From an optimization exercise on the open Yosys and OpenROAD flow, aimed at small area; shortcuts taken in it are not production practice.

12-19:
==> flow/design.v <==
package frame_ctrl_pkg;
    typedef logic [32-1:0] addr_t;
    typedef logic [7:0] byte_t;
    typedef logic [8*9-1:0] fm_word_t;
    typedef logic [8-1:0] buf_addr_t;
    typedef logic [7:0] frm_idx_t;
    typedef struct packed {
        logic [7:0] rsvd;
        addr_t saddr;
        logic [7:0] tag;
        logic dm_type;  
        logic [23-1:0] btt;
    } dm_cmd_t;
    typedef struct packed {
        logic en;
        buf_addr_t addr;
        fm_word_t data;
    } fm_wr_t;
    typedef enum logic [2:0] {IDLE, LOAD, CORE, SAVE, FINISH} seq_state_e;
    typedef enum logic [1:0] {STOP, CMD, XFER} eng_state_e;
endpackage
`timescale 1ns/1ps
module frame_ctrl_top (
    input  logic                                              clk,
    input  logic                                              rst_n,
    input  logic                                              start,
    input  frame_ctrl_pkg::frm_idx_t                          frm_index,
    input  frame_ctrl_pkg::addr_t                             dma_addr,
    output logic                                              mm2s_cmd_valid,
    input  logic                                              mm2s_cmd_ready,
    output logic [71:0]                                       mm2s_cmd,
    input  logic                                              s_tvalid,
    output logic                                              s_tready,
    input  frame_ctrl_pkg::byte_t                             s_tdata,
    input  logic                                              s_tlast,
    output logic                                              s2mm_cmd_valid,
    input  logic                                              s2mm_cmd_ready,
    output logic [71:0]                                       s2mm_cmd,
    output logic                                              m_tvalid,
    input  logic                                              m_tready,
    output frame_ctrl_pkg::byte_t                             m_tdata,
    output logic                                              m_tkeep,
    output logic                                              m_tlast,
    output logic                                              core_valid,
    input  logic                                              core_finish,
    output logic [3*(8+8*9+1)-1:0] fm_wr,
    output logic [4*8-1:0]                 fm_rd_addr,
    input  logic [4*8*9-1:0]           fm_dout,
    output logic                                              irq
);
    localparam logic [3:0] S_IDLE  = 4'd0;
    localparam logic [3:0] S_GO    = 4'd1;   
    localparam logic [3:0] S_LCMD  = 4'd2;
    localparam logic [3:0] S_LXFER = 4'd3;
    localparam logic [3:0] S_CV    = 4'd4;   
    localparam logic [3:0] S_CW    = 4'd5;
    localparam logic [3:0] S_SGO   = 4'd6;
    localparam logic [3:0] S_SCMD  = 4'd7;
    localparam logic [3:0] S_SXFER = 4'd8;
    localparam logic [3:0] S_SDONE = 4'd9;
    localparam logic [3:0] S_FIN   = 4'd10;  
    logic [3:0] st, st_nx;
    logic lx, sx, beat;
    logic [8:0] bv;
    logic [4:0] w;
    logic       bz;
    logic [31:0] da;
    logic [7:0]  fi;
    logic [15:0] ahi;
    logic [7:0] sl [0:2][0:7];
    assign lx = (st == S_LXFER);
    assign sx = (st == S_SXFER);
    assign bz = (bv == 9'd0);
    assign mm2s_cmd_valid = (st == S_LCMD);
    assign s_tready       = lx;
    assign core_valid     = (st == S_CV);
    assign s2mm_cmd_valid = (st == S_SCMD);
    assign irq            = (st == S_FIN);
    assign m_tvalid       = sx && !bz;
    assign beat = s_tvalid && lx;
    always_comb begin
        st_nx = st;
        case (st)
            S_IDLE:  if (start) st_nx = S_GO;
            S_GO:    st_nx = S_LCMD;
            S_LCMD:  if (mm2s_cmd_ready) st_nx = S_LXFER;
            S_LXFER: if (s_tvalid && s_tlast) st_nx = S_CV;
            S_CV,
            S_CW:    st_nx = core_finish ? S_SGO : S_CW;
            S_SGO:   st_nx = S_SCMD;
            S_SCMD:  if (s2mm_cmd_ready) st_nx = S_SXFER;
            S_SXFER: if (m_tvalid && m_tready && m_tlast) st_nx = S_SDONE;
            S_SDONE: st_nx = S_FIN;
            default: st_nx = S_IDLE;
        endcase
    end
    always_ff @(posedge clk or negedge rst_n) begin
        if (!rst_n) st <= S_IDLE;
        else        st <= st_nx;
    end
    always_ff @(posedge clk) begin
        if (st == S_GO) da <= dma_addr;
    end
    always_ff @(posedge clk) begin
        if (st == S_GO)      fi <= frm_index;
        else if (st == S_CV) fi <= 8'(17);
    end
    logic [10:0] ax, ay, az, cs, cc;
    logic [11:0] rc;
    logic [4:0]  hi_inc;
    always_comb begin
        ax = da[26:16];
        ay = {1'b0, fi, 2'b00};
        az = {2'd0, fi, 1'b0};
        cs = ax ^ ay ^ az;
        cc = {(ax[9:0] & ay[9:0]) | (ax[9:0] & az[9:0]) | (ay[9:0] & az[9:0]), 1'b0};
        rc[0] = 1'b0;
        for (int i = 0; i < 11; i++) begin
            ahi[i]  = cs[i] ^ cc[i] ^ rc[i];
            rc[i+1] = (cs[i] & cc[i]) | (cs[i] & rc[i]) | (cc[i] & rc[i]);
        end
        hi_inc = da[31:27] + 1'b1;
        ahi[15:11] = rc[11] ? hi_inc : da[31:27];
    end
    assign mm2s_cmd = {8'h00, ahi, da[15:0], 8'h00, 1'b0, 23'(100)};
    assign s2mm_cmd = {8'h00, ahi, da[15:0], 8'h00, 1'b0, 23'(288)};
    always_ff @(posedge clk or negedge rst_n) begin
        if (!rst_n) begin
            bv <= '0;
            w  <= '0;
        end else if (lx) begin
            if (s_tvalid) begin
                if (s_tlast) begin
                    bv <= '0;
                    w  <= '0;
                end else if (w[2:1] == 2'd2) begin
                    w[2:1] <= 2'd0;
                    bv     <= bz ? 9'd1 : (bv[7] ? 9'd0 : {bv[7:0], 1'b0});
                    if (bv[7]) w[4:3] <= w[4:3] + 1'b1;
                end else begin
                    w[2:1] <= w[2:1] + 1'b1;
                end
            end
        end else if (bz) begin
            if (sx) bv <= 9'd1;
        end else if (m_tready) begin
            bv <= {bv[7:0], 1'b0};
            if (bv[8]) w <= w + 1'b1;
        end
    end
    logic [3:0] lcol;    
    logic [8:0] lslot;   
    always_comb begin
        for (int j = 0; j < 3; j++) lcol[j] = (w[2:1] == 2'(j));
        lcol[3] = 1'b0;
        lslot = {bv[7:0], bz};
    end
    for (genvar j = 0; j < 3; j++) begin : g_col
        for (genvar i = 0; i < 8; i++) begin : g_slot
            if (i < 6) begin : g_plain
                always_ff @(posedge clk) begin
                    if (beat && lcol[j] && lslot[i]) sl[j][i] <= s_tdata;
                end
            end else begin : g_clr
                always_ff @(posedge clk) begin
                    if (beat && lcol[j] && (lslot[i] || lslot[8]))
                        sl[j][i] <= lslot[8] ? 8'h00 : s_tdata;
                end
            end
        end
    end
    logic [7:0] low_byte, p6_0;
    assign low_byte = s_tlast ? 8'h00 : s_tdata;
    assign p6_0     = sl[0][6] | (s_tlast ? s_tdata : 8'h00);
    assign fm_wr[80]      = beat && ((lcol[0] && lslot[8]) || s_tlast);
    assign fm_wr[79:72]   = {6'd0, w[4:3]};
    assign fm_wr[71:0]    = {sl[0][0], sl[0][1], sl[0][2], sl[0][3], sl[0][4], sl[0][5],
                             p6_0, sl[0][7], low_byte};
    assign fm_wr[161]     = beat && ((lcol[1] && lslot[8]) || s_tlast);
    assign fm_wr[160:153] = {6'd0, w[4:3]};
    assign fm_wr[152:81]  = {sl[1][0], sl[1][1], sl[1][2], sl[1][3], sl[1][4], sl[1][5],
                             sl[1][6], sl[1][7], low_byte};
    assign fm_wr[242]     = beat && ((lcol[2] && lslot[8]) || s_tlast);
    assign fm_wr[241:234] = {6'd0, w[4:3]};
    assign fm_wr[233:162] = {sl[2][0], sl[2][1], sl[2][2], sl[2][3], sl[2][4], sl[2][5],
                             sl[2][6], sl[2][7], low_byte};
    assign m_tlast = bv[8] && (w == 5'd31);
    assign m_tkeep = 1'b1;
    logic [3:0] scol;
    logic [7:0] cbyte [0:3];
    always_comb begin
        for (int c = 0; c < 4; c++) scol[c] = (w[2:1] == 2'(c));
        for (int c = 0; c < 4; c++) begin
            cbyte[c] = '0;
            for (int i = 0; i < 9; i++)
                cbyte[c] = cbyte[c] | ({8{bv[i]}} & fm_dout[72*c + 8*(8-i) +: 8]);
        end
        m_tdata = cbyte[w[2:1]];
    end
    assign fm_rd_addr = {4{5'd0, w[4:3], w[0]}};
endmodule
export LEC_CHECK = 0
export CAP_MARGIN = 0
export CORE_AREA = 2 2 298 238
export DIE_AREA = 0 0 300 240
export SLEW_MARGIN = 0
create_clock -name core_clock -period 6.0 [get_ports {clk}]
standard.sh (not shown) runs the stock make flow with config.mk's settings and CLKGATE_MAP_FILE= SYNTH_SCRIPT=/design/flow/synth_recipe.tcl, a recipe that flattens the netlist after the stock synthesis.
==> flow/flow/run.sh <==
#!/bin/bash
# The standard layout (standard.sh: ORFS synthesis to finish) with three
# layout choices changed:
#  - port buffers use the smallest buffer cell instead of ORFS's default pick
#  - the clock tree uses clkbuf_8 with clusters of at most 16 sinks and no
#    dummy loads
#  - tie cells are not duplicated per load
# standard.sh's own output (every ORFS step) goes to standard.log here; ORFS
# writes each tool's full log under orfs/logs/.
export BUFFER_PORTS_ARGS="-buffer_cell sky130_fd_sc_hd__buf_1"
export CTS_ARGS="-sink_clustering_enable -repair_clock_nets -dont_use_dummy_load -buf_list sky130_fd_sc_hd__clkbuf_8 -sink_clustering_size 16 -sink_clustering_max_diameter 50"
export SKIP_REPAIR_TIE_FANOUT=1
bash standard.sh > standard.log 2>&1
Completing all stages was not enough for 12-19: its layout failed the final checks because of negative setup slack.
[inputs] 04-05 vs 12-19
Settings: swapping 0 for 20 in SLEW_MARGIN; swapping 0 for 20 in CAP_MARGIN.
- [flow] 04-05 | stages: complete | final checks: fail | reason: negative setup slack
- In terms of overall via count from detail_route, 12-19 and 04-05 differ only marginally.
- Post-route minimum period of 04-05 is on par with 12-19.
- 12-19 and 04-05 ended up with roughly the same utilization.
- Comparing 12-19 against 04-05, there is no change at all in final instance count without filler cells.
- Diff 12-19 -> 04-05: average wire length per cell after detail routing closely matched the old numbers; routed wire length on met2 closely matched the old numbers.
No functional check of the RTL was part of any run of this note.

## afterwards: timing with drivers on the ports
No port has a modelled driver above. Below, the same layouts with a new extraction and two added sets of constraints.
Step 1 assumes that a clkbuf_16 drives the clock port and a buf_2 every other input.
Step 2, shift: input delay + t, output delay - t, t = (earliest + latest rising clock arrival at the registers) / 2. This alone moves slack from input paths to output paths.
a / b / c = ideal / step 1 / step 2; a / b = the first two.
run	shift t [ns]	setup slack, ns	worst register clock-pin slew, ns
12-19	0.609	-0.271 / -0.323 / 0.286	0.10 / 0.10
04-05	0.609	-0.271 / -0.324 / 0.285	0.10 / 0.10
